Background: an optimization exercise with open tools, aiming at small area, a short achievable clock period and few clock cycles per item. Do not read the settings as production practice.
Function was checked by simulation only, so behaviour that the tests miss may differ from the original.
No activity file was given, so power comes from the tool's default toggle rates.

**design/flow/design.v**
```verilog
module math_expression_inverse #(
  parameter int W = 32
) (
  input  logic                  clk,
  input  logic                  reset,
  input  logic                  start,
  input  logic signed [2*W+3:0] q,
  input  logic                  rmd,
  input  logic signed [W-1:0]   a,
  input  logic signed [W-1:0]   b,
  input  logic signed [W-1:0]   d,
  output logic signed [W-1:0]   c,
  output logic                  valid,
  output logic                  busy,
  output logic                  err_div0,
  output logic                  inexact,
  output logic                  ovf
);
  localparam int NB = 2*W + 6;                 
  localparam int K  = 32;                      
  localparam int NC = NB / 2;                  
  localparam int CW = $clog2(NC + 1);
  localparam logic [1:0] PREP = 2'd0, FIRST = 2'd1, RUN = 2'd2;
  logic [1:0]    st;
  logic [NB-1:0] qr;      
  logic [W-1:0]  rr;      
  logic [W:0]    dx;      
  logic [W+2:0]  d3;      
  logic          sd;      
  logic          sn;      
  logic [CW-1:0] cnt;
  logic [1:0]    r3;      
  logic          ff;      
  logic          nz;      
  logic          nz3;     
  logic [W-1:0]  qm;      
  logic          sy_r, sel_r, div0_r;
  logic dc;
  assign dc = ~sd;
  function automatic logic ones(input logic [W+3:0] a, input logic [W+3:0] b, input logic ci);
    ones = &(~(a ^ b) ~^ {a[W+2:0] & b[W+2:0], ci});
  endfunction
  logic [W:0]    d1_s;
  logic          d1_co;
  mei_add #(.N(W+1)) u_d1 (.a({a[W-1], a}), .b(~{b[W-1], b}), .ci(1'b1), .s(d1_s), .co(d1_co));
  localparam int NL = W + 2;
  logic [NB-1:0]    n_s;
  logic [NL-1:0]    n_lo;
  logic [NB-NL-1:0] qh, qh_p1, qh_m1, n_hi;
  logic             n_c, n_inc, n_dec, n_sg, qh_p1_co, qh_m1_co;
  mei_add #(.N(NL)) u_n (.a(qr[NL-1:0]), .b({rr, 2'b00}), .ci(1'b0), .s(n_lo), .co(n_c));
  assign qh    = qr[NB-1:NL];
  mei_add #(.N(NB-NL)) u_np (.a(qh), .b('0), .ci(1'b1), .s(qh_p1), .co(qh_p1_co));
  mei_add #(.N(NB-NL)) u_nm (.a(qh), .b('1), .ci(1'b0), .s(qh_m1), .co(qh_m1_co));
  assign n_inc = n_c & ~rr[W-1];
  assign n_dec = ~n_c & rr[W-1];
  assign n_hi  = n_inc ? qh_p1 : n_dec ? qh_m1 : qh;
  assign n_s   = {n_hi, n_lo};
  assign n_sg  = qh[NB-NL-1] ^ ((~|qh) & n_dec) ^ ((&qh) & n_inc);
  logic [W+1:0] d_t;
  logic         d_t_co, first, restore, f_top, d_is1, d_is2;
  mei_add #(.N(W+2)) u_t (.a({2'b00, rr}), .b({dx[W], dx}), .ci(dc), .s(d_t), .co(d_t_co));
  assign first   = (st == FIRST);
  assign restore = first & ~d_t[W+1];
  assign f_top   = ones({4'b0000, rr}, {{3{dx[W]}}, dx}, dc);      
  assign d_is1   = (&dx[W:1]) & (dx[0] == sd);                     
  assign d_is2   = (&dx[W:2]) & (dx[1] == sd) & (dx[0] != sd);     
  logic          x1, x2;
  logic [W:0]    rsh;            
  logic [W+1:0]  rsh4;           
  logic [W+1:0]  df1;            
  logic [W+2:0]  dfa, dfc;       
  logic          t1, t2, t3;
  assign x1   = qr[NB-1];
  assign x2   = qr[NB-2];
  assign rsh  = {rr, x1};
  assign rsh4 = {rr, x1, x2};
  logic df1_co, dfa_co, dfc_co;
  mei_add #(.N(W+2)) u_s1 (.a({1'b0, rsh}), .b({dx[W], dx}), .ci(dc), .s(df1), .co(df1_co));
  mei_add #(.N(W+3)) u_sa (.a({1'b0, rsh4}), .b({{2{dx[W]}}, dx}), .ci(dc), .s(dfa), .co(dfa_co));
  mei_add #(.N(W+3)) u_sc (.a({1'b0, rsh4}), .b(d3), .ci(dc), .s(dfc), .co(dfc_co));
  assign t1   = ~dfa[W+2];
  assign t2   = ~df1[W+1];
  assign t3   = ~dfc[W+2];
  logic [3:0] fk;                
  assign fk[0] = ones({2'b00, rsh4}, {{3{dx[W]}}, dx}, dc);
  assign fk[1] = ones({3'b000, rsh}, {{3{dx[W]}}, dx}, dc) & x2;
  assign fk[2] = ones({2'b00, rsh4}, {d3[W+2], d3}, dc);
  assign fk[3] = (first ? f_top : ff) & x1 & x2;
  logic [3:0][1:0] q3k, r3k;
  logic [3:0]      selk, syk;
  always_comb begin
    for (int k = 0; k < 4; k++) begin
      logic [3:0] t;
      logic       dl, sy_k;
      t = {r3, 2'(k)};
      case (t)
        4'd0:  {q3k[k], r3k[k]} = {2'd0, 2'd0};
        4'd1:  {q3k[k], r3k[k]} = {2'd0, 2'd1};
        4'd2:  {q3k[k], r3k[k]} = {2'd0, 2'd2};
        4'd3:  {q3k[k], r3k[k]} = {2'd1, 2'd0};
        4'd4:  {q3k[k], r3k[k]} = {2'd1, 2'd1};
        4'd5:  {q3k[k], r3k[k]} = {2'd1, 2'd2};
        4'd6:  {q3k[k], r3k[k]} = {2'd2, 2'd0};
        4'd7:  {q3k[k], r3k[k]} = {2'd2, 2'd1};
        4'd8:  {q3k[k], r3k[k]} = {2'd2, 2'd2};
        4'd9:  {q3k[k], r3k[k]} = {2'd3, 2'd0};
        4'd10: {q3k[k], r3k[k]} = {2'd3, 2'd1};
        4'd11: {q3k[k], r3k[k]} = {2'd3, 2'd2};
        default: {q3k[k], r3k[k]} = 4'd0;     
      endcase
      dl      = sn & fk[k];
      sy_k    = (sn ^ sd) | ~(nz | (k != 0) | dl);
      syk[k]  = sy_k;
      selk[k] = sy_k ? ~((r3k[k] == 2'd2) | ((r3k[k] == 2'd1) & dl))
                     :  ((r3k[k] == 2'd0) & ~dl);
    end
  end
  logic [1:0]   y;               
  logic [W-1:0] r_nx;
  assign y    = t3 ? 2'd3 : t2 ? 2'd2 : t1 ? 2'd1 : 2'd0;
  assign r_nx = t3 ? dfc[W-1:0] : t2 ? {df1[W-2:0], x2} : t1 ? dfa[W-1:0] : {rr[W-3:0], x1, x2};
  logic       qa, qb, f_nx, sy_nx, sel_nx;
  logic [1:0] r3b;
  assign {qa, qb} = q3k[y];
  assign r3b      = r3k[y];
  assign f_nx     = fk[y];
  assign sy_nx    = syk[y];
  assign sel_nx   = selk[y];
  logic nz_nx;
  assign nz_nx    = nz | (|y);
  logic [W+2:0] d3_s;
  logic         d3_co;
  mei_add #(.N(W+3)) u_d3 (.a({dx[W], dx, dc}), .b({{2{dx[W]}}, dx}), .ci(dc), .s(d3_s), .co(d3_co));
  logic last;
  assign last  = (cnt == CW'(NC));
  assign valid = busy & (((st != PREP) & div0_r) | last);
  always_ff @(posedge clk or posedge reset) begin
    if (reset) busy <= 1'b0;
    else       busy <= busy ? ~valid : start;
  end
  always_ff @(posedge clk) begin
    if (!busy) begin
      dx <= d1_s[W] ? d1_s : ~d1_s;
      sd <= d1_s[W];
    end
    if (st == PREP) sn <= n_sg;
  end
  always_ff @(posedge clk) begin
    div0_r <= ~sd & (&dx);
    sy_r   <= sy_nx;
    sel_r  <= sel_nx;
    d3     <= d3_s;           
    if (!busy) begin
      st  <= PREP;
      qr  <= {q[2*W+3], q, rmd};
      rr  <= d;
    end else if (st == PREP) begin
      st  <= FIRST;
      qr  <= {n_s[NB-K-1 -: 2] ^ {2{n_sg}}, n_s[NB-K-3:0], {K{1'b0}}};
      rr  <= n_s[NB-1 -: K] ^ {K{n_sg}};
    end else if (restore) begin
      st  <= RUN;
      qr  <= {rr[K-3 -: 2], rr[K-5:0] ^ {(K-4){sn}}, qr[NB-1 -: 2] ^ {2{sn}}, qr[NB-3:K], 2'b00};
      rr  <= {{(W-1){1'b0}}, rr[K-2] & ~d_is1};
    end else begin
      st  <= RUN;
      qr  <= {qr[NB-3 -: 2] ^ {2{sn}}, qr[NB-5:0], qa, qb};
      rr  <= r_nx;
    end
    if (!busy || st == PREP) begin
      cnt <= (busy) ? CW'(K / 2) : '0;
      r3  <= '0;
      nz  <= 1'b0;
      nz3 <= 1'b0;
      qm  <= '1;
      ff  <= 1'b0;
    end else if (restore) begin
      cnt <= CW'(1);
      r3  <= {1'b0, rr[K-2] & d_is1};
      nz  <= rr[K-2] & d_is1;
      nz3 <= 1'b0;
      qm  <= '1;
      ff  <= d_is1 | (d_is2 & rr[K-2]);
    end else begin
      cnt <= cnt + CW'(1);
      r3  <= r3b;
      nz  <= nz_nx;
      nz3 <= nz3 | qa | qb;
      qm  <= (qa | qb) ? {qr[W-3:0], qb ? {qa, 1'b0} : 2'b01} : {qm[W-3:0], 2'b11};
      ff  <= f_nx;
    end
  end
  logic         delta, inx1, inx2, hi;
  logic [W-1:0] v;
  assign delta = sn & ff;
  assign inx1  = sn ? ~ff : (|rr);
  assign inx2  = sy_r ? ~(((r3 == 2'd2) & ~delta) | ((r3 == 2'd1) & delta))
                      : ~(((r3 == 2'd1) & ~delta) | ((r3 == 2'd0) & delta));
  assign hi    = (|(qr[NB-1 -: 2] ^ {2{sn}})) | (|qr[NB-3:W]);
  assign v     = sel_r ? qm : qr[W-1:0];
  assign c        = div0_r ? '0 : (v ^ {W{sy_r}});
  assign err_div0 = div0_r;
  assign inexact  = ~div0_r & (inx1 | inx2);
  assign ovf      = ~div0_r & (hi | (v[W-1] & (~sel_r | nz3)));
endmodule
module mei_add #(
  parameter int N = 8
) (
  input  logic [N-1:0] a,
  input  logic [N-1:0] b,
  input  logic         ci,
  output logic [N-1:0] s,
  output logic         co
);
  logic [N-1:0] p0, g0, p, g;
  always_comb begin
    p0 = a ^ b;
    g0 = a & b;
    p  = p0;
    g  = g0;
    g[0] = g0[0] | (p0[0] & ci);
    for (int i = 1; i <= $clog2(N); i++)
      for (int j = 2**i - 1; j < N; j += 2**i) begin
        g[j] = g[j] | (p[j] & g[j - 2**(i-1)]);
        p[j] = p[j] & p[j - 2**(i-1)];
      end
    for (int i = $clog2(N); i > 0; i--)
      for (int j = 2**i + 2**(i-1) - 1; j < N; j += 2**i) begin
        g[j] = g[j] | (p[j] & g[j - 2**(i-1)]);
        p[j] = p[j] & p[j - 2**(i-1)];
      end
    s  = p0 ^ {g[N-2:0], ci};
    co = g[N-1];
  end
endmodule
```
**design/flow/flow/run.sh**
```bash
#!/bin/bash
# The standard layout, with the port buffers made from the smallest buffer cell
# (buf_1) instead of the cell buffer_ports picks by default. Every port is still buffered.
set -euo pipefail
cd "$(dirname "$0")/.."
export BUFFER_PORTS_ARGS="-buffer_cell sky130_fd_sc_hd__buf_1"
bash standard.sh > flow_standard.log 2>&1
```
**design/flow/standard.sh**
```bash
#!/bin/bash
# synth_recipe.tcl (not shown) runs the flow's synth.tcl, then flattens the netlist and writes it again
# the make line also repeats each setting of config.mk as NAME=value (left out here)
make -C /OpenROAD-flow-scripts/flow DESIGN_CONFIG=/design/flow/config.mk WORK_HOME=/design/flow/orfs CLKGATE_MAP_FILE= SYNTH_SCRIPT=/design/flow/synth_recipe.tcl "${@:-finish}"
```
**design/flow/config.mk**
```make
export PLATFORM = sky130hd
export DESIGN_NAME = math_expression_inverse
export DESIGN_NICKNAME = math_expression_inverse
export VERILOG_FILES = /design/flow/design.v
export SDC_FILE = /design/flow/constraint.sdc
export NUM_CORES = 4
export LEC_CHECK = 0
export CAP_MARGIN = 20
export CORE_MARGIN = 2
export CORE_UTILIZATION = 40
export CTS_BUF_LIST = sky130_fd_sc_hd__clkbuf_8
export SETUP_SLACK_MARGIN = 4.2
export SLEW_MARGIN = 20
```
**design/flow/constraint.sdc**
```tcl
create_clock -name core_clock -period 8.5 [get_ports {clk}]
set_input_delay 1.7000 -clock core_clock [delete_from_list [all_inputs] [get_ports {clk}]]
set_output_delay 1.7000 -clock core_clock [all_outputs]
set_load 0.01 [all_outputs]
```
==> summary.txt, run 1 <==
Status
  • Outcome: timing/DRC/antenna clean

Clock tree
  • Worst-Skew Late Latency: between 0.6 and 0.7 ns
  • Clock transition at path regs: 0.06 ns
  • Max H-tree Level: 2
  • TritonCTS buffer count: between 40 and 50
  • CTS tree: yes
  • Clock Tree Root: clkbuf_8
  • Longest Clk Path Bufs: 3
  • Clock Sinks: approximately 220

Route
  • Met3 routed WL: 5910 um
  • DRC viols: 0
  • Pre-antenna DRT Iters: 5
  • Vias: between 20k and 25k
  • DR vias/cell: 5.88
  • DRT antenna net count: 0
  • WL final: 91900 um
  • Wl on met1: between 30000 and 40000 um
  • Met2 routed WL: 43700 um
  • WL per Instance: 25.4 um
  • Starting DRC count in detailed routing: 1780
  • Top Layer Used: met4

Synthesis
  • Post-Synth Adder-Cell Area: around 28%
  • Largest area contributor in the netlist: dfxtp_1
  • Mapped Area: ~24000 um2
  • Xor-xnor portion of the synthesized cell area: roughly a tenth
  • Post-synth EDFFs: 35
  • Post-synth ARST share: 0.452%
  • Synth Register Bits: 221
  • Mux cell area share after synthesis: 7.54%
  • Main combinational cell family by area after synthesis: adder cells
  • Register area share after synthesis: 20.3%
  • Post-Syn Instances: 2557
  • Synth warnings: 5
  • Synth unique cells: 86
  • Post-synthesis compound-gate area fraction: 15.5%
  • Top post-synthesis cells by area: dfxtp_1 16%, ha_1 15%, fa_1 14%
  • Syn avg cell area: 9.20 um2
  • Top FF cell, synth: dfxtp_1
  • Post-synth top area share: 15.7%
  • Simple-gate share of the synthesized area: between 10% and 20%
  • Syn Nets: 3160

Timing
  • Setup violators final: 0
  • Slew headroom: approximately 28%
  • Final Max Tran Viols: 0
  • Fin crit period: 4.27 ns
  • Setup TNS: 0 ns
  • Clk_skew: 0.0586 ns
  • RSZ-0062 raised after global routing: true
  • Fin. Hold Viols: 0
  • Worst-Margin Slew: 1.07 ns
  • F_max: 234 MHz
  • Period utilisation layout: 50.3%
  • Setup WS post-layout: about 4.2 ns

Floorplan
  • Site Rows: roughly 90
  • Top Ports: 205
  • Die height: 247 um
  • Core ar.: 57900 um2
  • Die area: 60800 um2
  • DIE WIDTH: roughly 250 um
  • Initial Utilization: approximately 41%

Worst setup path
  • Worst path cell trace: buf_6 > inv_4 > ha_4 > or4_4 > o211ai_1 > a21oi_2 > a31oi_4 > and2_4 > nand2_4 > a21o_1 > a21o_1 > a21o_1 > a31oi_2 > fa_2 > xor2_1
  • Slowest CP cell: or4_4
  • Startpoint class of the critical path: input port
  • CP Data Arrival Time: 4.64 ns
  • Crit Path Max Fanout: 2
  • CP Class: in2reg
  • CP most frequent cell: a21o_1
  • Worst Path Required: around 8.9 ns
  • Worst Setup End Kind: flop
  • Worst stage delay on the critical path: 0.50 ns

Power and ir drop
  • Clock share of power: 10.6%
  • Psw: 0.00598 W
  • Sequential power share: ~20%
  • Leakage: around 12 nW
  • Worst vdd ir: ~0.18 mV
  • Combinational share of power: 69.9%
  • Power Dens Cells: 418 nW/um2
  • Int Pwr: 0.00551 W
  • Pwr Total: 0.0115 W
  • Sw frac: 52.0%

Global routing
  • GRT overflow: 0
  • Largest net degree at the start of global routing: 77
  • Vias in the first global route: 21.4k
  • Global-route wire length before repair: ~130000 um
  • All-Layer GR Usage: 29.6%
  • Antenna violations before repair: 0

Placement
  • DP HPWL: 70600 um
  • Setup WS pre-CTS: 3.19 ns
  • RD Place Congestion: slightly below 1
  • IO buf count: 204

Run
  • Max Cap Violations: 0

Final layout
  • ANT cells: 0
  • Nets: 3416
  • FILL cells: 5697
  • Synthesis-to-finish area growth: 16.8%
  • Share of layout cells above drive strength 1: about an eighth

Worst hold path
  • HP Class: reg2reg
## what timing repair did
item | 4_1_cts | 5_1_grt
setup endpoints to repair | 127 | 108
gates cloned | 1 | 4
hold buffers | 0 | 0
buffers inserted | 35 | 31
gates resized for setup | 97 | 98
pin swaps | 21 | 35
## synthesized netlist by cell type, types with 14 or more instances
master and count:
o2bb2ai_1 30, a22oi_1 15, dfxtp_1 185, mux2_2 26, nand3_1 93, nor3_1 20
o21ai_0 84, fa_1 162, ha_1 273, a21oi_1 120, buf_2 21, xnor2_1 152
o21a_1 17, nand4_1 50, nor4_1 39, mux2i_1 148, o211ai_1 20, a211o_1 14
a31o_2 21, inv_1 150, a21o_1 43, clkbuf_1 82, nor2_1 176, edfxtp_1 35
nand2_1 164, o22ai_1 16, and2_1 19, xor2_1 128, a31oi_1 38
## area by class of cell
| type | count | area, um2 | area share [%] |
|---|---|---|---|
| Clock buffer | 57 | 785 | 2.85 |
| Clock inverter | 26 | 184 | 0.669 |
| Inverter | 151 | 586 | 2.13 |
| Multi-Input combinational cell | 2070 | 18300 | 66.4 |
| Sequential cell | 221 | 4820 | 17.5 |
| Tap cell | 765 | 957 | 3.48 |
| Timing Repair Buffer | 324 | 1890 | 6.89 |
## through the flow
step                area (um2)  instances  hold WS (ns)  utilization [%]
global route             27500       3614         0.509             47.4
CTS                      26800       3579         0.488             46.4
detailed placement       25200       3460         0.463             43.5
global placement         25200       3460         0.465             43.5
floorplan                23600       2557         0.438                -
finish                   27500       3614         0.488             47.4
## critical path: cells and delay by family
kind                       cells  cell delay, ns
AOI/OAI and AO/OA              7            1.25
adders and majority gates      2            0.65
xor gates and xnor gates       1            0.14
and+or+nand+nor                3            0.74
buffers and inverters          2            0.14
## logic make-up (layout without fill, tap and decap cells)
group           after synthesis  in the layout
compound gates              531            531
xor+xnor                    280            280
fa+ha+maj                   435            435
buf+inv                     268            558
flops                       221            221
mux                         174            174
other cells                   1              1
simple gates                647            649
## routing by layer
| metal | vias to the layer above | global-route usage, % |
|---|---|---|
| met5 | - | 0 |
| met4 | 0 | 13.8 |
| met3 | 211 | 3.58 |
| met2 | 879 | 50.1 |
| met1 | 10500 | 37.4 |
| li1 | 9712 | - |
## worst paths after layout
check	slack, ns	end	from	depth (start not counted)
worst max-delay path	4.23	dx[22]	b[5]	15
worst min-delay path	0.49	cnt[0]	cnt[0]	1
worst max register to register	4.26	rr[30]	qr[34]	14
worst min register to register	0.49	cnt[0]	cnt[0]	1
max in group asynchronous	7.58	busy	reset	2
min in group asynchronous	0.82	busy	reset	2
## sequential cells by signal, indices dropped and copies added (netlist names)
register and count:
busy 1, div0_r 1, dx 33, sd 1
sn 1, sy_r 1, rr 32, d3 35
nz3 1, ff 1, cnt 6, qr 70
qm 32, r3 2, st 2, nz 1
sel_r 1
## power groups by stage
| stage | Sequential, W | Clock [W] | Combinational, W |
|---|---|---|---|
| final | 0.00225 | 0.00121 | 0.00803 |
| after global placement | 0.00220 | 0 | 0.00729 |
| after CTS | 0.00221 | 0.00123 | 0.00766 |
| after floorplan | 0.00203 | 0 | 0.00497 |
| after global routing | 0.00230 | 0.00128 | 0.00867 |
| after detailed placement | 0.00221 | 0 | 0.00737 |
## layout by cell type (no fill, tap or decap), drive strengths merged, types with 17 or more instances in the layout
| master | count |
|---|---|
| xor2 | 128 |
| dfxtp | 185 |
| xnor2 | 152 |
| mux2 | 26 |
| a31o | 22 |
| nor2 | 177 |
| nor3 | 22 |
| o21a | 17 |
| and2 | 19 |
| nor4 | 40 |
| nand2 | 164 |
| a21oi | 122 |
| fa | 162 |
| mux2i | 148 |
| clkbuf | 62 |
| nand4 | 50 |
| edfxtp | 35 |
| buf | 318 |
| o211ai | 20 |
| a31oi | 39 |
| nand3 | 93 |
| ha | 273 |
| inv | 163 |
| a21o | 43 |
| o21ai | 88 |
| o2bb2ai | 30 |
Testbench counts, summed over its fixed seeds: cycles 42,890, jobs 1,920.
==> inputs of run 2 (changes only) <==
--- a/design/flow/config.mk
+++ b/design/flow/config.mk
@@ -10,4 +10,4 @@
 export CORE_UTILIZATION = 40
 export CTS_BUF_LIST = sky130_fd_sc_hd__clkbuf_8
-export SETUP_SLACK_MARGIN = 4.2
+export SETUP_SLACK_MARGIN = 4.0
 export SLEW_MARGIN = 20
==> run 2 against run 1 <==
Effect of this change: register-to-register slack got worse by 0.21 ns; sequential power is 3% lower; count of clock-buffer cells in the layout unchanged; via count up 0.48%; critical path depth shrank 10; synthesized area is the same; utilization is 1.1 points lower; clock power grew 4%.
==> summary.txt, run 2 <==
Worst setup path
  • Reg2reg start: dx[0]
  • Worst stage delay on the critical path: 0.60 ns (+0.10 ns)
  • Worst path top cell family by delay: simple AND/OR/NAND/NOR gates
  • Worst Path Required: 6.80 ns (-2.07 ns)
  • RR Endpoint: rr[25]
  • Worst R2R Path Depth: 15 (+1)
  • CP Class: reg2out
  • Startpoint class of the critical path: flop
  • CP Data Arrival Time: 2.77 ns (-1.87 ns)
  • Worst path cell trace: or4_1 > nand2b_1 > nor4_4 > a41oi_2 > buf_1
  • Worst Setup End Kind: output pin
  • Crit Path Max Fanout: 6 (+4)
  • R2r setup slk: 4.05 ns (-0.21 ns)
  • Crit path buffers/inverters: 1 (-1)
  • Slowest CP cell: or4_1

Synthesis
  • Post-Synth Adder-Cell Area: 28.3% (unchanged)
  • Commonest cells in the netlist: 273 x ha_1, 185 x dfxtp_1, 176 x nor2_1, 164 x nand2_1, 162 x fa_1
  • Simple-gate share of the synthesized area: 13.4% (unchanged)
  • Post-synth ARST share: 0.452% (unchanged)
  • Mux cell area share after synthesis: 7.54% (unchanged)
  • Post-synth top area share: 15.7% (unchanged)
  • Mapped Area: 23500 um2 (unchanged)
  • Register area share after synthesis: 20.3% (unchanged)
  • Syn Nets: 3160 (unchanged)
  • Xor-xnor portion of the synthesized cell area: 10.4% (unchanged)
  • Largest area contributor in the netlist: dfxtp_1
  • Top-count cell post-synth: ha_1
  • Synth unique cells: 86 (unchanged)
  • Main combinational cell family by area after synthesis: adder cells
  • Top post-synthesis cells by area: dfxtp_1 16%, ha_1 15%, fa_1 14%
  • Post-synth EDFFs: 35 (unchanged)
  • Syn avg cell area: 9.20 um2 (unchanged)
  • Top FF cell, synth: dfxtp_1
  • Post-Syn Instances: 2557 (unchanged)
  • Post-synthesis compound-gate area fraction: 15.5% (unchanged)
  • Synth Register Bits: 221 (unchanged)
  • Synth warnings: 5 (unchanged)

Route
  • WL final: 90400 um (-1.6%)
  • Vias: 21.4k (+0.48%)
  • Starting DRC count in detailed routing: 1806 (+1.5%)
  • Pre-antenna DRT Iters: 6 (+1)
  • DRC viols: 0 (unchanged)
  • WL per Instance: 25.2 um (-0.83%)
  • DRT antenna net count: 0 (unchanged)
  • DR vias/cell: 5.96 (+1.3%)

Timing
  • Setup violators final: 0 (unchanged)
  • Fin crit period: 4.47 ns (+0.195 ns)
  • Clk_skew: 0.0518 ns (-0.00675 ns)
  • Slew headroom: 26.2% (-1.8 points)
  • Worst hold slack: 0.493 ns (+0.00407 ns)
  • Fin. Hold Viols: 0 (unchanged)
  • F_max: 224 MHz (-4.4%)
  • Period utilisation layout: 52.6% (+2.3 points)
  • Final Max Tran Viols: 0 (unchanged)
  • RSZ-0062 raised after global routing: true
  • Worst-Margin Slew: 1.10 ns (+0.0275 ns)
  • Setup TNS: 0 ns (unchanged)

Clock tree
  • Longest Clk Path Bufs: 3 (unchanged)
  • Clock transition at path regs: 0.06 ns (about the same)
  • Clock Tree Root: clkbuf_8
  • Max H-tree Level: 2 (unchanged)
  • TritonCTS buffer count: 45 (unchanged)
  • Worst-Skew Late Latency: 0.66 ns (-0.02 ns)
  • CTS tree: yes
  • Clock Sinks: 221 (unchanged)

Floorplan
  • Site Rows: 88 (unchanged)
  • Top Ports: 205 (unchanged)
  • DIE WIDTH: 247 um (unchanged)
  • Core ar.: 57900 um2 (unchanged)
  • Die area: 60800 um2 (unchanged)
  • Die height: 247 um (unchanged)
  • Initial Utilization: 40.6% (unchanged)

Status
  • Outcome: timing/DRC/antenna clean

Final layout
  • Top reg by flops: qr
  • Nets: 3385 (-0.91%)
  • Synthesis-to-finish area growth: 14.0%
  • Share of layout cells above drive strength 1: 9.86% (-3.0 points)
  • Most common cell after layout, fill and taps aside: ha_1
  • Post-route design area: 26800 um2 (-2.4%)
  • Top Registers: qr x70, d3 x35, dx x33
  • Non-Filler Instances: 3585 (-0.80%)
  • Commonest cells after routing, fill and taps aside: 272 x ha_1, 204 x buf_1, 175 x dfxtp_1
  • Number of flip-flops in the largest register: 70 (unchanged)

Placement
  • RD Place Congestion: 0.959 (-1.1%)
  • IO buf count: 204 (unchanged)
  • DP HPWL: 69200 um (-2.1%)
  • Placed Cells: 3460 (unchanged)
  • Post-Place Cell Area: 25200 um2 (about the same)

Power and ir drop
  • Leakage: 11.6 nW (-2.3%)
  • Worst vdd ir: 0.185 mV (+4.1%)
  • Power Dens Cells: 422 nW/um2 (+0.81%)
  • Pwr Total: 0.0113 W (-1.6%)

Worst hold path
  • Hold Path Sink: qm[28]
  • WHS Path Cells: 2 (+1)
  • HP Class: reg2reg
  • Hold Crit Start: qm[26]

Global routing
  • GRT overflow: 0 (unchanged)
  • Largest net degree at the start of global routing: 81 (+5.2%)
  • Antenna violations before repair: 5 (+5)
  • All-Layer GR Usage: 29.3% (-0.30 points)
  • Global-route wire length before repair: 133000 um (-0.67%)
  • Vias in the first global route: 21.5k (+0.54%)

Run
  • Max Cap Violations: 0 (unchanged)
[run 2: cells by family after synthesis]
logic type,Yosys count
xor gates and xnor gates,280
adders and majority gates,435
and+or+nand+nor,647
DFF,221
other,1
muxes,174
AOI/OAI and AO/OA,531
buffers and inverters,268
[run 2: layer usage]
layer	wire length [um]	GRT usage [%]
met1	36800	37.0
met3	5690	3.17
met4	4350	12.3
met2	43500	50.5
met5	13	0
[run 2: final cells by class]
cell class	count	area [um2]
Antenna cell	1	2.50
Clock buffer	57	785
Clock inverter	27	213
Fill cell	5789	31100
Inverter	151	582
Multi-Input combinational cell	2073	18000
Sequential cell	221	4800
Tap cell	765	957
Timing Repair Buffer	289	1470
Timing Repair inverter	1	5.00
[run 2: tightest hold or removal path, delay by kind of cell, from the launching register on]
kind	cells	cell delay, ns
AO/OA/AOI/OAI	1	0.07
flip-flops	1	0.31
AND/OR/NAND/NOR	1	0.07
[run 2: report_power, final]
group	switching, W	internal (W)	total (W)
Clock	0.000555	0.000701	0.00126
Combinational	0.00468	0.00319	0.00787
Sequential	0.000674	0.00151	0.00218
Total	0.00590	0.00540	0.0113
[run 2: timing repair]
item | 4_1_cts | 5_1_grt
endpoints found under the setup margin | 89 | 109
pin swaps | 4 | 12
setup buffers | 5 | 28
cloned | 4 | 3
resized for setup | 37 | 39
hold buffers | 0 | 0
[run 2: how the worst max path moves through the flow]
stage               endpoint  slack [ns]  cells after the start  startpoint
CTS                  inexact        3.96                      7      rr[31]
detailed placement    dx[26]        3.37                     13        b[6]
global placement      dx[26]        3.40                     13        b[4]
floorplan             dx[26]        3.94                     11        a[5]
global route          rr[25]        3.94                     15       dx[0]
finish                   ovf        4.03                      5      qr[58]
[run 2: stage by stage]
stage                     worst slack [ns]  utilization, %
after floorplan                       3.94               -
after global placement                3.40            43.5
after detailed placement              3.37            43.5
after CTS                             3.96            45.6
after global routing                  3.94            46.3
final                                 4.03            46.3
==> inputs of run 3 (changes only) <==
--- a/design/flow/config.mk
+++ b/design/flow/config.mk
@@ -9,5 +9,5 @@
 export CORE_MARGIN = 2
 export CORE_UTILIZATION = 40
-export CTS_BUF_LIST = sky130_fd_sc_hd__clkbuf_8
+export CTS_BUF_LIST = sky130_fd_sc_hd__clkbuf_4 sky130_fd_sc_hd__clkbuf_8
 export SETUP_SLACK_MARGIN = 4.0
 export SLEW_MARGIN = 20
==> run 3 against run 2 <==
Effect of this change: non-clock buffer count unchanged; clock power rose by 4%; combinational power about the same; flip-flop and latch count unchanged; register-to-register slack is essentially flat; worst hold slack got worse by 0.0021 ns; global-route usage about the same; synthesized area is the same.
==> summary.txt, run 3 <==
Route
  • WL final: 90500 um (about the same)
  • Starting DRC count in detailed routing: 1792 (-0.78%)
  • DRT antenna net count: 0 (unchanged)
  • DR vias/cell: 5.96 (about the same)
  • WL per Instance: 25.2 um (about the same)
  • DRC viols: 0 (unchanged)
  • Vias: 21.4k (-0.0094%)
  • Pre-antenna DRT Iters: 6 (unchanged)

Timing
  • Final Max Tran Viols: 0 (unchanged)
  • Period utilisation layout: 52.7% (+0.16 points)
  • Worst-Margin Slew: 1.06 ns (-0.0395 ns)
  • Clk_skew: 0.0537 ns (+0.00192 ns)
  • Setup violators final: 0 (unchanged)
  • Fin crit period: 4.48 ns (+0.0135 ns)
  • Setup TNS: 0 ns (unchanged)
  • Slew headroom: 28.9% (+2.7 points)
  • F_max: 223 MHz (-0.30%)
  • Fin. Hold Viols: 0 (unchanged)
  • RSZ-0062 raised after global routing: true

Synthesis
  • Commonest cells in the netlist: 273 x ha_1, 185 x dfxtp_1, 176 x nor2_1, 164 x nand2_1, 162 x fa_1
  • Post-synth ARST share: 0.452% (unchanged)
  • Synth Register Bits: 221 (unchanged)
  • Post-synth EDFFs: 35 (unchanged)
  • Top FF cell, synth: dfxtp_1
  • Post-synth top area share: 15.7% (unchanged)
  • Syn avg cell area: 9.20 um2 (unchanged)
  • Post-Syn Instances: 2557 (unchanged)
  • Syn Nets: 3160 (unchanged)
  • Top post-synthesis cells by area: dfxtp_1 16%, ha_1 15%, fa_1 14%
  • Top-count cell post-synth: ha_1
  • Synth unique cells: 86 (unchanged)
  • Mapped Area: 23500 um2 (unchanged)
  • Largest area contributor in the netlist: dfxtp_1
  • Register area share after synthesis: 20.3% (unchanged)
  • Synth warnings: 5 (unchanged)

Final layout
  • Synthesis-to-finish area growth: 14.2%
  • Number of flip-flops in the largest register: 70 (unchanged)
  • Share of layout cells above drive strength 1: 10.3% (+0.43 points)
  • Top Registers: qr x70, d3 x35, dx x33
  • Multi-input logic area: 18000 um2 (about the same)
  • Top reg by flops: qr
  • FF+latch area: 4800 um2 (unchanged)
  • Nets: 3385 (unchanged)
  • FILL cells: 5784 (-0.086%)
  • Most common cell after layout, fill and taps aside: ha_1
  • Commonest cells after routing, fill and taps aside: 272 x ha_1, 204 x buf_1, 175 x dfxtp_1

Clock tree
  • TritonCTS buffer count: 45 (unchanged)
  • Clock Tree Root: clkbuf_8
  • Max H-tree Level: 2 (unchanged)
  • Clock Sinks: 221 (unchanged)
  • CTS tree: yes
  • Clock transition at path regs: 0.06 ns (about the same)
  • Longest Clk Path Bufs: 3 (unchanged)
  • Worst-Skew Late Latency: 0.66 ns (about the same)

Floorplan
  • Die height: 247 um (unchanged)
  • Die area: 60800 um2 (unchanged)
  • DIE WIDTH: 247 um (unchanged)
  • Site Rows: 88 (unchanged)
  • Initial Utilization: 40.6% (unchanged)
  • Top Ports: 205 (unchanged)
  • Core ar.: 57900 um2 (unchanged)

Worst setup path
  • Worst Path Required: 6.80 ns (about the same)
  • Worst Setup End Kind: output pin
  • Startpoint class of the critical path: flop
  • R2r setup slk: 4.04 ns (about the same)
  • CP Data Arrival Time: 2.78 ns (about the same)
  • CP Class: reg2out
  • Reg2reg start: dx[0]
  • Crit Path Max Fanout: 6 (unchanged)
  • RR Endpoint: rr[25]
  • Worst R2R Path Depth: 15 (unchanged)

Run
  • Max Cap Violations: 0 (unchanged)

Global routing
  • Vias in the first global route: 21.5k (+0.18%)
  • GRT overflow: 0 (unchanged)
  • All-Layer GR Usage: 29.3% (about the same)
  • Largest net degree at the start of global routing: 81 (unchanged)
  • Global-route wire length before repair: 133000 um (about the same)
  • Antenna violations before repair: 5 (unchanged)

Power and ir drop
  • Pwr Total: 0.0114 W (+0.53%)
  • Power Dens Cells: 423 nW/um2 (+0.32%)
  • Worst vdd ir: 0.184 mV (-0.24%)
  • Leakage: 11.6 nW (about the same)

Worst hold path
  • Hold Crit Start: qm[26]
  • HP Class: reg2reg
  • WHS Path Cells: 2 (unchanged)
  • Hold Path Sink: qm[28]

Status
  • Outcome: timing/DRC/antenna clean

Placement
  • IO buf count: 204 (unchanged)
  • RD Place Congestion: 0.959 (unchanged)
  • DP HPWL: 69200 um (unchanged)
run 3: through the flow:
| step | cells | util, % | setup slack (ns) | hold slack [ns] | cell area [um2] |
|---|---|---|---|---|---|
| 3_5_place_dp | 3460 | 43.5 | 3.37 | 0.465 | 25200 |
| 6_report | 3585 | 46.4 | 4.02 | 0.490 | 26900 |
| 2_1_floorplan | 2557 | - | 3.94 | 0.438 | 23500 |
| 3_3_place_gp | 3460 | 43.5 | 3.40 | 0.463 | 25200 |
| 5_1_grt | 3585 | 46.4 | 3.94 | 0.504 | 26900 |
| 4_1_cts | 3553 | 45.7 | 3.96 | 0.489 | 26500 |
run 3: worst max path at each step:
stage / slack (ns) / cells past startpoint / from / endpoint
final: 4.02 / 5 / qr[58] / ovf
after global routing: 3.94 / 15 / dx[0] / rr[25]
after CTS: 3.96 / 7 / rr[31] / inexact
after detailed placement: 3.37 / 13 / b[6] / dx[26]
after global placement: 3.40 / 13 / b[4] / dx[26]
after floorplan: 3.94 / 11 / a[5] / dx[26]
run 3: area by class of cell:
type	instances	area share (%)
timing repair buffer	289	5.47
multi-input combinational	2073	67.0
sequential	221	17.9
inverter	151	2.16
tap	765	3.56
clock buffer	69	3.25
timing repair inverter	1	0.0186
antenna	1	0.00931
clock inverter	15	0.624
run 3: power by group:
group,internal [W],total (W),switching [W]
Combinational,0.00320,0.00788,0.00468
Clock,0.000754,0.00131,0.000556
Sequential,0.00151,0.00218,0.000673
run 3: metal layers:
metal / vias up / part of all wire, % / track usage, %
met5: - / 0.014 / 0
met4: 2 / 4.7 / 12.4
met3: 188 / 6.5 / 3.21
met2: 923 / 48 / 50.5
met1: 10600 / 41 / 36.9
li1: 9662 / - / -
run 3: kinds of logic (layout without fill, tap and decap cells):
| family | Yosys count | in the layout | share of synthesized area, % |
|---|---|---|---|
| muxes | 174 | 174 | 7.54 |
| other | 1 | 2 | 0.0159 |
| buffers and inverters | 268 | 525 | 4.55 |
| DFF | 221 | 221 | 20.3 |
| xor gates and xnor gates | 280 | 280 | 10.4 |
| AOI/OAI and AO/OA | 531 | 532 | 15.5 |
| and+or+nand+nor | 647 | 651 | 13.4 |
| adders and majority gates | 435 | 435 | 28.3 |
run 3: repair_timing:
item                                    in CTS  in global routing
cloned                                       4                  3
resized for setup                           37                 40
setup buffers                                5                 28
endpoints found under the setup margin      89                109
hold buffers                                 0                  0
pin swaps                                    4                 12
run 3: worst max-delay path, stage by stage (launching register included):
cell and delay, ns:
dfxtp_1 0.38, or4_1 0.60, nand2b_1 0.32, nor4_4 0.44, a41oi_2 0.21, buf_1 0.18
==> inputs of run 4 (changes only) <==
--- a/design/flow/config.mk
+++ b/design/flow/config.mk
@@ -9,5 +9,5 @@
 export CORE_MARGIN = 2
 export CORE_UTILIZATION = 40
-export CTS_BUF_LIST = sky130_fd_sc_hd__clkbuf_4 sky130_fd_sc_hd__clkbuf_8
+export CTS_BUF_LIST = sky130_fd_sc_hd__clkbuf_2
 export SETUP_SLACK_MARGIN = 4.0
 export SLEW_MARGIN = 20
==> run 4 against run 3 <==
Effect of this change: final cell count increased by 1.3%; critical path depth increased by 1; flip-flop and latch count unchanged; global-route usage decreased by 0.31 points; still clean on timing, DRC and antenna; sequential share of layout area increased by 0.19 points; fmax decreased by 2.0%; utilization decreased by 0.23 points; via count increased by 0.98%; count of clock-buffer cells in the layout increased by 23; clock power decreased by 33%; first-iteration DRC count decreased by 2.3%.
==> summary.txt, run 4 <==
Synthesis
  • Post-synth top area share: 15.7% (unchanged)
  • Synth Register Bits: 221 (unchanged)
  • Largest area contributor in the netlist: dfxtp_1
  • Syn avg cell area: 9.20 um2 (unchanged)
  • Syn Nets: 3160 (unchanged)
  • Post-Syn Instances: 2557 (unchanged)
  • Register area share after synthesis: 20.3% (unchanged)
  • Top FF cell, synth: dfxtp_1
  • Top-count cell post-synth: ha_1
  • Synth unique cells: 86 (unchanged)
  • Commonest cells in the netlist: 273 x ha_1, 185 x dfxtp_1, 176 x nor2_1, 164 x nand2_1, 162 x fa_1
  • Synth warnings: 5 (unchanged)
  • Post-synth EDFFs: 35 (unchanged)
  • Top post-synthesis cells by area: dfxtp_1 16%, ha_1 15%, fa_1 14%
  • Mapped Area: 23500 um2 (unchanged)
  • Post-synth ARST share: 0.452% (unchanged)

Floorplan
  • Top Ports: 205 (unchanged)
  • Initial Utilization: 40.6% (unchanged)
  • Die area: 60800 um2 (unchanged)
  • Die height: 247 um (unchanged)
  • Core ar.: 57900 um2 (unchanged)
  • Site Rows: 88 (unchanged)
  • DIE WIDTH: 247 um (unchanged)

Timing
  • Setup violators final: 0 (unchanged)
  • Worst hold slack: 0.433 ns (-0.0577 ns)
  • RSZ-0062 raised after global routing: true
  • Setup WS post-layout: 3.92 ns (-0.0926 ns)
  • Final Max Tran Viols: 0 (unchanged)
  • Period utilisation layout: 53.8% (+1.1 points)
  • Slew headroom: 32.0% (+3.1 points)
  • Fin crit period: 4.58 ns (+0.0926 ns)
  • Fin. Hold Viols: 0 (unchanged)
  • F_max: 219 MHz (-2.0%)
  • Setup TNS: 0 ns (unchanged)
  • Clk_skew: 0.0846 ns (+0.0308 ns)
  • Worst-Margin Slew: 1.01 ns (-0.0463 ns)

Clock tree
  • Clock Tree Root: clkbuf_2
  • TritonCTS buffer count: 68 (+51%)
  • Clock Sinks: 221 (unchanged)
  • Clock transition at path regs: 0.10 ns (+0.04 ns)
  • CTS tree: yes
  • Worst-Skew Late Latency: 1.07 ns (+0.41 ns)
  • Longest Clk Path Bufs: 3 (unchanged)
  • Max H-tree Level: 3 (+1)

Placement
  • Setup WS pre-CTS: 3.37 ns (unchanged)
  • RD Place Congestion: 0.959 (unchanged)
  • Placed Cells: 3460 (unchanged)
  • IO buf count: 204 (unchanged)
  • DP HPWL: 69200 um (unchanged)

Worst hold path
  • HP Class: in2async

Power and ir drop
  • Power Dens Cells: 413 nW/um2 (-2.4%)
  • Leakage: 11.6 nW (about the same)
  • Worst vdd ir: 0.173 mV (-5.7%)

Route
  • DRT antenna net count: 0 (unchanged)
  • WL per Instance: 25.0 um (-1.1%)
  • Vias: 21.6k (+0.98%)
  • Starting DRC count in detailed routing: 1751 (-2.3%)
  • Pre-antenna DRT Iters: 6 (unchanged)
  • WL final: 90600 um (+0.13%)
  • DRC viols: 0 (unchanged)
  • DR vias/cell: 5.94 (-0.27%)

Final layout
  • Number of flip-flops in the largest register: 70 (unchanged)
  • Nets: 3417 (+0.95%)
  • Most common cell after layout, fill and taps aside: ha_1
  • Top Registers: qr x70, d3 x35, dx x33
  • Synthesis-to-finish area growth: 13.7%
  • Non-Filler Instances: 3630 (+1.3%)
  • Top reg by flops: qr
  • Share of layout cells above drive strength 1: 12.2% (+1.9 points)
  • Commonest cells after routing, fill and taps aside: 270 x ha_1, 203 x buf_1, 174 x nor2_1

Worst setup path
  • CP Class: reg2out
  • CP Data Arrival Time: 2.88 ns (+0.10 ns)
  • Worst Path Required: 6.80 ns (about the same)
  • Worst Setup End Kind: output pin
  • Slowest CP cell: dfxtp_2
  • RR Endpoint: rr[25]
  • Worst path cell trace: nor4_4 > and4_1 > nand4_1 > nor4_2 > a311oi_2 > buf_2
  • Crit Path Max Fanout: 10 (+4)
  • Reg2reg start: dx[0]
  • Worst R2R Path Depth: 15 (unchanged)
  • R2r setup slk: 4.07 ns (+0.03 ns)
  • Worst stage delay on the critical path: 0.51 ns (-0.09 ns)
  • Startpoint class of the critical path: flop
  • Critical path origin: rr[30]
  • CP Capture Point: inexact

Global routing
  • Largest net degree at the start of global routing: 81 (unchanged)
  • All-Layer GR Usage: 29.0% (-0.31 points)
  • Global-route wire length before repair: 132000 um (-1.0%)
  • Vias in the first global route: 21.6k (+0.35%)
  • GRT overflow: 0 (unchanged)
  • Antenna violations before repair: 6 (+1)

Run
  • Max Cap Violations: 0 (unchanged)

Status
  • Outcome: timing/DRC/antenna clean
## run 4: cell types whose count changed in the layout (fill, tap and decap cells not counted), moves of 5 or more
cell and delta:
nor4_1 -7, clkinv_1 +15, clkbuf_4 -12, dfxtp_1 -16, dfxtp_2 +13, clkbuf_8 -57, nor4_4 +6, clkbuf_2 +92
inv_2 +5
## run 4: area by class of cell
class,count,area (um2)
Timing Repair Buffer,299,1630
Fill cell,5809,31200
Tap cell,765,957
Clock inverter,27,145
Antenna cell,2,5.00
Multi-Input combinational cell,2073,18100
Sequential cell,221,4830
Inverter,151,586
Clock buffer,92,460
## run 4: where the power goes
group	leakage [nW]	switching, W	internal (W)
combinational	9.26	0.00469	0.00326
sequential	1.88	0.000693	0.00152
clock	0.451	0.000544	0.000328
total	11.6	0.00593	0.00511
## run 4: kinds of logic (layout without fill, tap and decap cells)
family	count (synthesis)	count (layout)	share of synthesized area, %
AO/OA/AOI/OAI	531	532	15.5
XOR/XNOR	280	280	10.4
adder cells (fa/ha/maj)	435	435	28.3
buffers and inverters	268	569	4.55
flip-flops	221	221	20.3
multiplexers	174	174	7.54
other	1	3	0.0159
AND/OR/NAND/NOR	647	651	13.4
## run 4: worst min path at each step
stage / slack [ns] / cells past startpoint / to / startpoint
3_5_place_dp: 0.46 / 1 / cnt[0] / cnt[0]
5_1_grt: 0.45 / 2 / busy / reset
3_3_place_gp: 0.46 / 1 / cnt[0] / cnt[0]
4_1_cts: 0.38 / 2 / busy / reset
2_1_floorplan: 0.44 / 1 / cnt[0] / cnt[0]
6_report: 0.43 / 2 / busy / reset
## run 4: timing repair
action	in CTS	in global routing
setup buffers	5	37
endpoints found under the setup margin	123	88
pin swaps	5	20
gates cloned	0	7
hold buffers	0	0
resized for setup	46	82
## run 4: routing by layer
metal / part of all wire (%) / GRT usage [%]
met1: 41 / 35.8
met2: 48 / 49.4
met3: 6.9 / 4.29
met4: 4.9 / 13.5
met5: 0.014 / 0
## run 4: metrics by stage
step | power, W | instance area [um2] | utilization (%)
3_5_place_dp | 0.00953 | 25200 | 43.5
4_1_cts | 0.0106 | 26100 | 45.0
6_report | 0.0110 | 26700 | 46.2
2_1_floorplan | 0.00700 | 23500 | -
5_1_grt | 0.0118 | 26700 | 46.2
3_3_place_gp | 0.00941 | 25200 | 43.5
## run 4: critical path: cells and delay by family (launching register included)
family,cells,cell delay [ns]
AOI/OAI and AO/OA,1,0.12
DFF,1,0.51
and+or+nand+nor,4,1.02
buffers and inverters,1,0.22
==> inputs of run 5 (changes only) <==
--- a/design/flow/config.mk
+++ b/design/flow/config.mk
@@ -8,6 +8,7 @@
 export CAP_MARGIN = 20
 export CORE_MARGIN = 2
-export CORE_UTILIZATION = 40
-export CTS_BUF_LIST = sky130_fd_sc_hd__clkbuf_2
+export CORE_UTILIZATION = 55
+export CTS_BUF_LIST = sky130_fd_sc_hd__clkbuf_4
+export PLACE_DENSITY = 0.75
 export SETUP_SLACK_MARGIN = 4.0
 export SLEW_MARGIN = 20
==> run 5 against run 4 <==
Effect of this change: still clean on timing, DRC and antenna; total power is 1.1% higher; clock power is 35% higher; count of clock-buffer cells in the layout is 2 higher; clock skew is 0.034 ns lower; critical path type unchanged; largest power group unchanged.
==> summary.txt, run 5 <==
Floorplan
  • Core ar.: 42000 um2 (-27%)
  • Site Rows: 75 (-15%)
  • Die height: 211 um (-14%)
  • DIE WIDTH: 211 um (-14%)
  • Top Ports: 205 (unchanged)
  • Initial Utilization: 56.0% (+15 points)
  • Die area: 44400 um2 (-27%)

Worst setup path
  • Startpoint class of the critical path: flop
  • Worst stage delay on the critical path: 0.39 ns (-0.12 ns)
  • Slowest CP cell: dfxtp_1
  • CP most frequent cell: nor4_2
  • Worst path cell trace: buf_4 > nor4_2 > and4_1 > nand4_1 > nor4_2 > a311oi_2 > buf_1
  • Worst Path Required: 6.80 ns (about the same)
  • Worst Setup End Kind: output pin
  • Worst R2R Path Depth: 14 (-1)
  • Crit Path Max Fanout: 11 (+1)
  • CP Data Arrival Time: 2.75 ns (-0.13 ns)
  • CP Class: reg2out

Synthesis
  • Register area share after synthesis: 20.3% (unchanged)
  • Post-synth top area share: 15.7% (unchanged)
  • Commonest cells in the netlist: 273 x ha_1, 185 x dfxtp_1, 176 x nor2_1, 164 x nand2_1, 162 x fa_1
  • Post-synth EDFFs: 35 (unchanged)
  • Synth warnings: 5 (unchanged)
  • Syn Nets: 3160 (unchanged)
  • Post-synth ARST share: 0.452% (unchanged)
  • Synth unique cells: 86 (unchanged)
  • Synth Register Bits: 221 (unchanged)
  • Mapped Area: 23500 um2 (unchanged)
  • Top-count cell post-synth: ha_1
  • Post-Syn Instances: 2557 (unchanged)
  • Syn avg cell area: 9.20 um2 (unchanged)
  • Top FF cell, synth: dfxtp_1
  • Largest area contributor in the netlist: dfxtp_1
  • Top post-synthesis cells by area: dfxtp_1 16%, ha_1 15%, fa_1 14%

Timing
  • Final Max Tran Viols: 0 (unchanged)
  • Clk_skew: 0.0505 ns (-0.0340 ns)
  • Setup TNS: 0 ns (unchanged)
  • Fin crit period: 4.45 ns (-0.130 ns)
  • Slew headroom: 25.4% (-6.6 points)
  • Fin. Hold Viols: 0 (unchanged)
  • F_max: 225 MHz (+2.9%)
  • RSZ-0062 raised after global routing: true
  • Period utilisation layout: 52.3% (-1.5 points)
  • Setup violators final: 0 (unchanged)
  • Worst-Margin Slew: 1.11 ns (+0.0976 ns)

Clock tree
  • CTS tree: yes
  • Clock Tree Root: clkbuf_4
  • Clock Sinks: 221 (unchanged)
  • Worst-Skew Late Latency: 0.83 ns (-0.24 ns)
  • TritonCTS buffer count: 69 (+1.5%)
  • Longest Clk Path Bufs: 3 (unchanged)
  • Max H-tree Level: 3 (unchanged)
  • CTS Hold Bufs: 0 (unchanged)
  • Clock transition at path regs: 0.07 ns (-0.03 ns)

Route
  • DRC viols: 0 (unchanged)
  • DR vias/cell: 6.40 (+7.7%)
  • DRT antenna net count: 0 (unchanged)
  • WL final: 87300 um (-3.7%)
  • WL per Instance: 25.8 um (+3.3%)
  • Pre-antenna DRT Iters: 6 (unchanged)
  • Starting DRC count in detailed routing: 1997 (+14%)
  • Vias: 21.6k (+0.37%)

Final layout
  • Number of flip-flops in the largest register: 70 (unchanged)
  • FILL cells: 3651 (-37%)
  • Top Registers: qr x70, d3 x35, dx x33
  • Multi-input logic area: 18000 um2 (-0.89%)
  • Post-route design area: 26300 um2 (-1.5%)
  • Synthesis-to-finish area growth: 11.9%
  • Top reg by flops: qr
  • Util after Layout: 62.7% (+16 points)
  • FF+latch area: 4800 um2 (-0.60%)
  • Most common cell after layout, fill and taps aside: ha_1
  • Nets: 3393 (-0.70%)
  • Share of layout cells above drive strength 1: 10.4% (-1.8 points)
  • Commonest cells after routing, fill and taps aside: 271 x ha_1, 204 x buf_1, 175 x nor2_1

Worst hold path
  • WHS Path Cells: 1
  • HP Class: reg2reg

Status
  • Outcome: timing/DRC/antenna clean

Power and ir drop
  • Power Dens Cells: 423 nW/um2 (+2.6%)
  • Leakage: 11.5 nW (-0.79%)
  • Worst vdd ir: 0.178 mV (+2.3%)

Placement
  • Post-Place Cell Area: 24900 um2 (-1.0%)
  • RD Place Congestion: 1.02 (+5.9%)
  • IO buf count: 204 (unchanged)
  • DP HPWL: 67600 um (-2.3%)

Global routing
  • Largest net degree at the start of global routing: 78 (-3.7%)
  • Antenna violations before repair: 2 (-4)
  • Global-route wire length before repair: 130000 um (-1.4%)
  • Vias in the first global route: 21.4k (-0.89%)
  • All-Layer GR Usage: 39.2% (+10 points)
  • GRT overflow: 0 (unchanged)

Run
  • Max Cap Violations: 0 (unchanged)
run 5: cell counts after synthesis:
No cell type changed its count.
run 5: what timing repair did:
action / in CTS / in global routing
pin swaps: 3 / 17
gates cloned: 0 / 1
setup endpoints to repair: 93 / 87
gates resized for setup: 40 / 46
endpoints found under the hold margin: 0 / 0
buffers inserted: 8 / 11
run 5: per-layer routing:
layer,part of all wire [%],GRT usage [%],vias up,wire [um]
li1,-,-,9708,-
met1,39,49.5,10500,34100
met2,47,64.6,1158,40900
met3,8.7,6.32,224,7580
met4,5.4,20.8,0,4680
met5,0,0,-,0
run 5: area by class of cell:
class / count / area share [%]
repair buffers: 278 / 5.29
diodes: 3 / 0.0285
well taps: 539 / 2.56
flip-flops and latches: 221 / 18.2
clock inverters: 28 / 0.822
inverters: 151 / 2.18
clock buffers: 94 / 2.68
multi-input cells: 2069 / 68.2
run 5: worst paths after layout:
| check | start | endpoint | slack, ns |
|---|---|---|---|
| worst min-delay path | cnt[0] | cnt[0] | 0.48 |
| worst max-delay path | rr[8] | inexact | 4.05 |
| worst max register to register | qr[34] | rr[30] | 4.08 |
| worst min register to register | cnt[0] | cnt[0] | 0.48 |
| min in group asynchronous | reset | busy | 0.69 |
| max in group asynchronous | reset | busy | 7.72 |
run 5: cell families (layout without fill, tap and decap cells):
| logic type | count (synthesis) | after routing | share of synthesized area, % |
|---|---|---|---|
| simple gates | 647 | 648 | 13.4 |
| compound gates | 531 | 531 | 15.5 |
| other cells | 1 | 4 | 0.0159 |
| fa+ha+maj | 435 | 435 | 28.3 |
| xor+xnor | 280 | 280 | 10.4 |
| flops | 221 | 221 | 20.3 |
| mux | 174 | 174 | 7.54 |
| buf+inv | 268 | 551 | 4.55 |
run 5: power by group:
group          internal (W)  total [W]  leakage, nW  switching, W
Combinational       0.00314    0.00779         9.09       0.00466
Sequential          0.00151    0.00218         1.88      0.000671
Clock              0.000634    0.00118        0.534      0.000549
run 5: worst max-delay path, delay by kind of cell (launching register included):
family,cells,cell delay [ns]
buffers and inverters,2,0.46
and+or+nand+nor,4,0.97
AOI/OAI and AO/OA,1,0.11
DFF,1,0.39
run 5: stage by stage:
stage | cells | hold WS (ns) | worst slack (ns) | power, W
global route | 3381 | 0.513 | 3.96 | 0.0118
CTS | 3368 | 0.481 | 4.00 | 0.0108
floorplan | 2557 | 0.438 | 3.94 | 0.00700
global placement | 3238 | 0.465 | 3.44 | 0.00939
detailed placement | 3238 | 0.459 | 3.31 | 0.00952
finish | 3383 | 0.481 | 4.05 | 0.0112
==> inputs of run 6 (changes only) <==
--- a/design/flow/config.mk
+++ b/design/flow/config.mk
@@ -8,7 +8,6 @@
 export CAP_MARGIN = 20
 export CORE_MARGIN = 2
-export CORE_UTILIZATION = 55
+export CORE_UTILIZATION = 40
 export CTS_BUF_LIST = sky130_fd_sc_hd__clkbuf_4
-export PLACE_DENSITY = 0.75
-export SETUP_SLACK_MARGIN = 4.0
+export SETUP_SLACK_MARGIN = 4.2
 export SLEW_MARGIN = 20
==> run 6 against run 5 <==
Effect of this change: via count shrank 0.59%; worst hold slack lost 0.0021 ns; sequential share of layout area shrank 0.63 points; still clean on timing, DRC and antenna.
==> summary.txt, run 6 <==
Floorplan
  • Initial Utilization: 40.6% (-15 points)
  • DIE WIDTH: 247 um (+17%)
  • Site Rows: 88 (+17%)
  • Top Ports: 205 (unchanged)
  • Die height: 247 um (+17%)
  • Die area: 60800 um2 (+37%)
  • Core ar.: 57900 um2 (+38%)

Clock tree
  • Clock Sinks: 221 (unchanged)
  • Max H-tree Level: 3 (unchanged)
  • TritonCTS buffer count: 66 (-4.3%)
  • Clock transition at path regs: 0.07 ns (about the same)
  • CTS Hold Bufs: 0 (unchanged)
  • Longest Clk Path Bufs: 3 (unchanged)
  • Worst-Skew Late Latency: 0.86 ns (+0.03 ns)
  • CTS tree: yes
  • Clock Tree Root: clkbuf_4

Final layout
  • Commonest cells after routing, fill and taps aside: 270 x ha_1, 203 x buf_1, 173 x nor2_1
  • Non-Filler Instances: 3662 (+8.2%)
  • Top reg by flops: qr
  • FILL cells: 5719 (+57%)
  • Nets: 3451 (+1.7%)
  • Share of layout cells above drive strength 1: 14.4% (+4.0 points)
  • Post-route design area: 27500 um2 (+4.5%)
  • Number of flip-flops in the largest register: 70 (unchanged)
  • Most common cell after layout, fill and taps aside: ha_1
  • Synthesis-to-finish area growth: 17.0%
  • Util after Layout: 47.5% (-15 points)
  • Top Registers: qr x70, d3 x35, dx x33

Timing
  • Final Max Tran Viols: 0 (unchanged)
  • Setup TNS: 0 ns (unchanged)
  • Setup violators final: 0 (unchanged)
  • RSZ-0062 raised after global routing: true
  • Period utilisation layout: 50.8% (-1.5 points)
  • Slew headroom: 21.5% (-3.9 points)
  • Fin crit period: 4.32 ns (-0.127 ns)
  • F_max: 232 MHz (+3.0%)
  • Fin. Hold Viols: 0 (unchanged)
  • Worst-Margin Slew: 1.17 ns (+0.0575 ns)
  • Setup WS post-layout: 4.18 ns (+0.127 ns)
  • Clk_skew: 0.100 ns (+0.0495 ns)

Power and ir drop
  • Sw frac: 52.2% (-0.46 points)
  • Worst vdd ir: 0.186 mV (+4.7%)
  • Sequential power share: 19.6% (about the same)
  • Power Dens Cells: 419 nW/um2 (-0.99%)
  • Clock share of power: 9.6% (-1.0 points)
  • Int Pwr: 0.00552 W (+4.5%)
  • Combinational share of power: 70.8% (+0.9 points)
  • Leakage: 11.9 nW (+3.4%)
  • Psw: 0.00603 W (+2.6%)

Worst setup path
  • R2r setup slk: 4.27 ns (+0.19 ns)
  • CP Class: reg2out
  • Worst Setup End Kind: output pin
  • CP Data Arrival Time: 2.62 ns (-0.13 ns)
  • CP Capture Point: inexact
  • RR Endpoint: qm[25]
  • Critical path origin: rr[25]
  • Worst R2R Path Depth: 17 (+3)
  • Startpoint class of the critical path: flop
  • Crit Path Max Fanout: 5 (-6)
  • Reg2reg start: sd
  • Worst Path Required: 6.80 ns (about the same)

Route
  • WL per Instance: 25.3 um (-1.8%)
  • DRC viols: 0 (unchanged)
  • Starting DRC count in detailed routing: 1837 (-8.0%)
  • Pre-antenna DRT Iters: 6 (unchanged)
  • DR vias/cell: 5.87 (-8.2%)
  • DRT antenna net count: 0 (unchanged)
  • Vias: 21.5k (-0.59%)
  • WL final: 92800 um (+6.3%)

Global routing
  • Vias in the first global route: 21.5k (+0.53%)
  • Met1 Use GR: 37.3% (-12 points)
  • GRT overflow: 0 (unchanged)
  • Met2 usage: 50.0% (-15 points)
  • All-Layer GR Usage: 29.7% (-9.5 points)
  • GR peak layer: met2
  • GRT met3 Usage: 3.94% (-2.4 points)
  • Antenna violations before repair: 1 (-1)
  • Global-route wire length before repair: 134000 um (+3.3%)
  • Largest net degree at the start of global routing: 77 (-1.3%)

Status
  • Outcome: timing/DRC/antenna clean

Synthesis
  • Post-synth EDFFs: 35 (unchanged)
  • Post-synth ARST share: 0.452% (unchanged)
  • Register area share after synthesis: 20.3% (unchanged)
  • Syn Nets: 3160 (unchanged)
  • Synth unique cells: 86 (unchanged)
  • Post-synth top area share: 15.7% (unchanged)
  • Synth Register Bits: 221 (unchanged)
  • Largest area contributor in the netlist: dfxtp_1
  • Commonest cells in the netlist: 273 x ha_1, 185 x dfxtp_1, 176 x nor2_1, 164 x nand2_1, 162 x fa_1
  • Post-Syn Instances: 2557 (unchanged)
  • Top-count cell post-synth: ha_1
  • Top post-synthesis cells by area: dfxtp_1 16%, ha_1 15%, fa_1 14%
  • Synth warnings: 5 (unchanged)
  • Top FF cell, synth: dfxtp_1
  • Syn avg cell area: 9.20 um2 (unchanged)
  • Mapped Area: 23500 um2 (unchanged)

Worst hold path
  • HP Class: reg2reg
  • Hold Crit Start: qm[22]

Placement
  • Placed Cells: 3460 (+6.9%)
  • Setup WS pre-CTS: 3.19 ns (-0.122 ns)
  • RD Place Congestion: 0.970 (-4.5%)
  • Post-Place Cell Area: 25200 um2 (+1.0%)
  • DP HPWL: 70600 um (+4.5%)
  • IO buf count: 204 (unchanged)

Run
  • Max Cap Violations: 0 (unchanged)
run 6: cell counts after synthesis:
No cell type changed its count.
run 6: how the worst min path moves through the flow:
stage / to / slack (ns) / depth (start not counted)
2_1_floorplan: cnt[0] / 0.44 / 1
3_3_place_gp: cnt[0] / 0.46 / 1
3_5_place_dp: cnt[0] / 0.46 / 1
4_1_cts: qm[25] / 0.49 / 2
5_1_grt: qm[4] / 0.50 / 2
6_report: qm[24] / 0.48 / 2
run 6: per-layer routing:
layer,vias to the layer above,part of all wire [%]
li1,9807,-
met1,10500,40
met2,957,47
met3,237,6.6
met4,0,5.6
met5,-,0
run 6: repair_timing:
action	in CTS	in global routing
cloned	1	8
setup endpoints to repair	95	116
gates resized for setup	114	90
pin swaps	24	27
hold endpoints to repair	0	0
buffers inserted	38	38
run 6: critical path, stage by stage, from the launching register on:
cell      delay (ns)
dfxtp_4         0.36
buf_12          0.13
nor4_4          0.34
and4_1          0.26
nand4_1         0.15
nor4_2          0.24
a311oi_2        0.12
buf_2           0.20
run 6: layout make-up:
| type | instances | area, um2 | area share, % |
|---|---|---|---|
| Multi-Input combinational cell | 2070 | 18200 | 66.2 |
| Tap cell | 765 | 957 | 3.48 |
| Inverter | 151 | 588 | 2.14 |
| Antenna cell | 1 | 2.50 | 0.00909 |
| Clock buffer | 94 | 706 | 2.56 |
| Timing Repair Buffer | 337 | 2060 | 7.47 |
| Timing Repair inverter | 1 | 5.00 | 0.0182 |
| Sequential cell | 221 | 4840 | 17.6 |
| Clock inverter | 22 | 155 | 0.563 |
run 6: kinds of logic (layout without fill, tap and decap cells):
group	count (synthesis)	count (layout)	synth area share (%)
adder cells (fa/ha/maj)	435	435	28.3
XOR/XNOR	280	280	10.4
AO/OA/AOI/OAI	531	531	15.5
multiplexers	174	174	7.54
flip-flops	221	221	20.3
buffers and inverters	268	605	4.55
AND/OR/NAND/NOR	647	649	13.4
other	1	2	0.0159
run 6: per-stage QoR:
stage / hold WS, ns / power (W)
finish: 0.479 / 0.0115
global route: 0.501 / 0.0123
global placement: 0.465 / 0.00949
CTS: 0.486 / 0.0111
detailed placement: 0.463 / 0.00958
floorplan: 0.438 / 0.00700
run 6: power by group through the flow:
stage                     sequential, W  combinational (W)  clock [W]
after floorplan                 0.00203            0.00497          0
after global placement          0.00220            0.00729          0
after detailed placement        0.00221            0.00737          0
after CTS                       0.00223            0.00769    0.00114
after global routing            0.00231            0.00882    0.00119
final                           0.00227            0.00817    0.00111
==> inputs of run 7 (changes only) <==
--- a/design/flow/config.mk
+++ b/design/flow/config.mk
@@ -10,4 +10,4 @@
 export CORE_UTILIZATION = 40
 export CTS_BUF_LIST = sky130_fd_sc_hd__clkbuf_4
-export SETUP_SLACK_MARGIN = 4.2
+export SETUP_SLACK_MARGIN = 4.0
 export SLEW_MARGIN = 20
==> run 7 against run 6 <==
Effect of this change: die area did not move; clock skew decreased by 0.032 ns; sequential power decreased by 4%; critical path depth shrank 1; synthesized area unchanged; global-route usage down 0.51 points; critical path type unchanged; critical endpoint unchanged; highest routed layer is now met5.
==> summary.txt, run 7 <==
Status
  • Outcome: timing/DRC/antenna clean

Synthesis
  • Syn avg cell area: 9.20 um2 (unchanged)
  • Top FF cell, synth: dfxtp_1
  • Syn Nets: 3160 (unchanged)
  • Post-synth EDFFs: 35 (unchanged)
  • Post-synth ARST share: 0.452% (unchanged)

Clock tree
  • Max H-tree Level: 3 (unchanged)
  • CTS tree: yes
  • Longest Clk Path Bufs: 3 (unchanged)
  • CTS Hold Bufs: 0 (unchanged)
  • Clock Tree Root: clkbuf_4
  • Clock transition at path regs: 0.06 ns (about the same)
  • TritonCTS buffer count: 70 (+6.1%)

Timing
  • F_max: 225 MHz (-3.0%)
  • Fin. Hold Viols: 0 (unchanged)
  • Worst-Margin Slew: 0.989 ns (-0.177 ns)
  • Worst hold slack: 0.470 ns (-0.00820 ns)
  • Setup violators final: 0 (unchanged)
  • Clk_skew: 0.0683 ns (-0.0317 ns)
  • Period utilisation layout: 52.3% (+1.5 points)
  • Final Max Tran Viols: 0 (unchanged)
  • Setup TNS: 0 ns (unchanged)

Floorplan
  • Top Ports: 205 (unchanged)
  • DIE WIDTH: 247 um (unchanged)
  • Core ar.: 57900 um2 (unchanged)

Placement
  • Placed Cells: 3460 (unchanged)
  • RD Place Congestion: 0.959 (-1.1%)
  • IO buf count: 204 (unchanged)

Route
  • DR vias/cell: 5.89 (+0.33%)
  • DRT antenna net count: 0 (unchanged)
  • Starting DRC count in detailed routing: 1650 (-10%)
  • Pre-antenna DRT Iters: 5 (-1)
  • WL final: 89600 um (-3.4%)
  • WL per Instance: 24.7 um (-2.5%)
  • Vias: 21.4k (-0.66%)

Final layout
  • Top Registers: qr x70, d3 x35, dx x33
  • Top reg by flops: qr
  • Most common cell after layout, fill and taps aside: ha_1
  • Non-Filler Instances: 3626 (-0.98%)
  • Nets: 3408 (-1.2%)
  • Number of flip-flops in the largest register: 70 (unchanged)

Global routing
  • GRT overflow: 0 (unchanged)
  • Vias in the first global route: 21.7k (+0.88%)

Worst setup path
  • Worst Path Required: 6.80 ns (about the same)
  • Crit Path Max Fanout: 10 (+5)
  • R2r setup slk: 4.11 ns (-0.16 ns)
  • CP Data Arrival Time: 2.75 ns (+0.13 ns)

Worst hold path
  • HP Class: reg2reg

Power and ir drop
  • Worst vdd ir: 0.194 mV (+4.3%)
[run 7: cell count changes in the layout (fill, tap and decap cells not counted), moves of 6 or more]
cell and change:
dfxtp_1 +17, dfxtp_4 -8, buf_12 -8, clkinv_1 +7, dfxtp_2 -9, buf_6 -11, o21ai_1 -11, nor4_1 +6
buf_4 -26, o21ai_0 +13
[run 7: path summary, 6_finish.rpt]
| check | startpoint | to |
|---|---|---|
| max in group asynchronous | reset | busy |
| worst min-delay path | qm[26] | qm[28] |
| worst max register to register | sd | rr[25] |
| worst min register to register | qm[26] | qm[28] |
| min in group asynchronous | reset | busy |
| worst max-delay path | rr[30] | inexact |
[run 7: logic make-up (layout without fill, tap and decap cells)]
group | after synthesis | after routing | synth area share, %
buf+inv | 268 | 568 | 4.55
fa+ha+maj | 435 | 435 | 28.3
compound gates | 531 | 531 | 15.5
other cells | 1 | 2 | 0.0159
flops | 221 | 221 | 20.3
mux | 174 | 174 | 7.54
xor+xnor | 280 | 280 | 10.4
simple gates | 647 | 650 | 13.4
[run 7: through the flow]
step                      area [um2]  total power, W  setup WS, ns  util (%)
after floorplan                23500         0.00700          3.94         -
after global placement         25200         0.00941          3.40      43.5
after detailed placement       25200         0.00953          3.37      43.5
after CTS                      26300          0.0108          3.87      45.4
after global routing           26700          0.0118          3.89      46.0
final                          26700          0.0110          4.05      46.0
[run 7: layout make-up]
| cell class | count | area (um2) |
|---|---|---|
| antenna | 1 | 2.50 |
| clock buffer | 98 | 736 |
| clock inverter | 29 | 128 |
| fill | 5813 | 31300 |
| inverter | 151 | 582 |
| multi-input combinational | 2071 | 18000 |
| sequential | 221 | 4800 |
| tap | 765 | 957 |
| timing repair buffer | 289 | 1460 |
| timing repair inverter | 1 | 5.00 |
[run 7: layer usage]
metal  track usage [%]  vias up  part of all wire [%]
li1                  -     9741                     -
met1              36.0    10600                    40
met2              50.2      865                    48
met3              4.46      208                   6.8
met4              13.0        6                   4.5
met5                 0        -                 0.049
[run 7: where the power goes]
part	switching, W	internal [W]	total [W]	leakage (nW)
clock	0.000556	0.000536	0.00109	0.514
sequential	0.000682	0.00151	0.00219	1.88
combinational	0.00459	0.00316	0.00775	9.15
total	0.00583	0.00521	0.0110	11.5
[run 7: worst max-delay path: stages (launching register included)]
cell and delay, ns:
dfxtp_2 0.48, nor4_1 0.49, and4_1 0.28, nand4_1 0.14
nor4_2 0.22, a311oi_2 0.12, buf_2 0.23
[run 7: what timing repair did]
item	CTS	global route
endpoints found under the setup margin	91	78
setup buffers	6	28
cloned	2	2
gates resized for setup	40	39
pin swaps	4	9

Check on run 7: ideal ports give 4.051 ns setup slack; a clkbuf_16 on the clock port and buf_2 on the inputs give 3.992 ns; moving port delays by the midpoint clock arrival (0.869 ns) as well gives 3.366 ns.
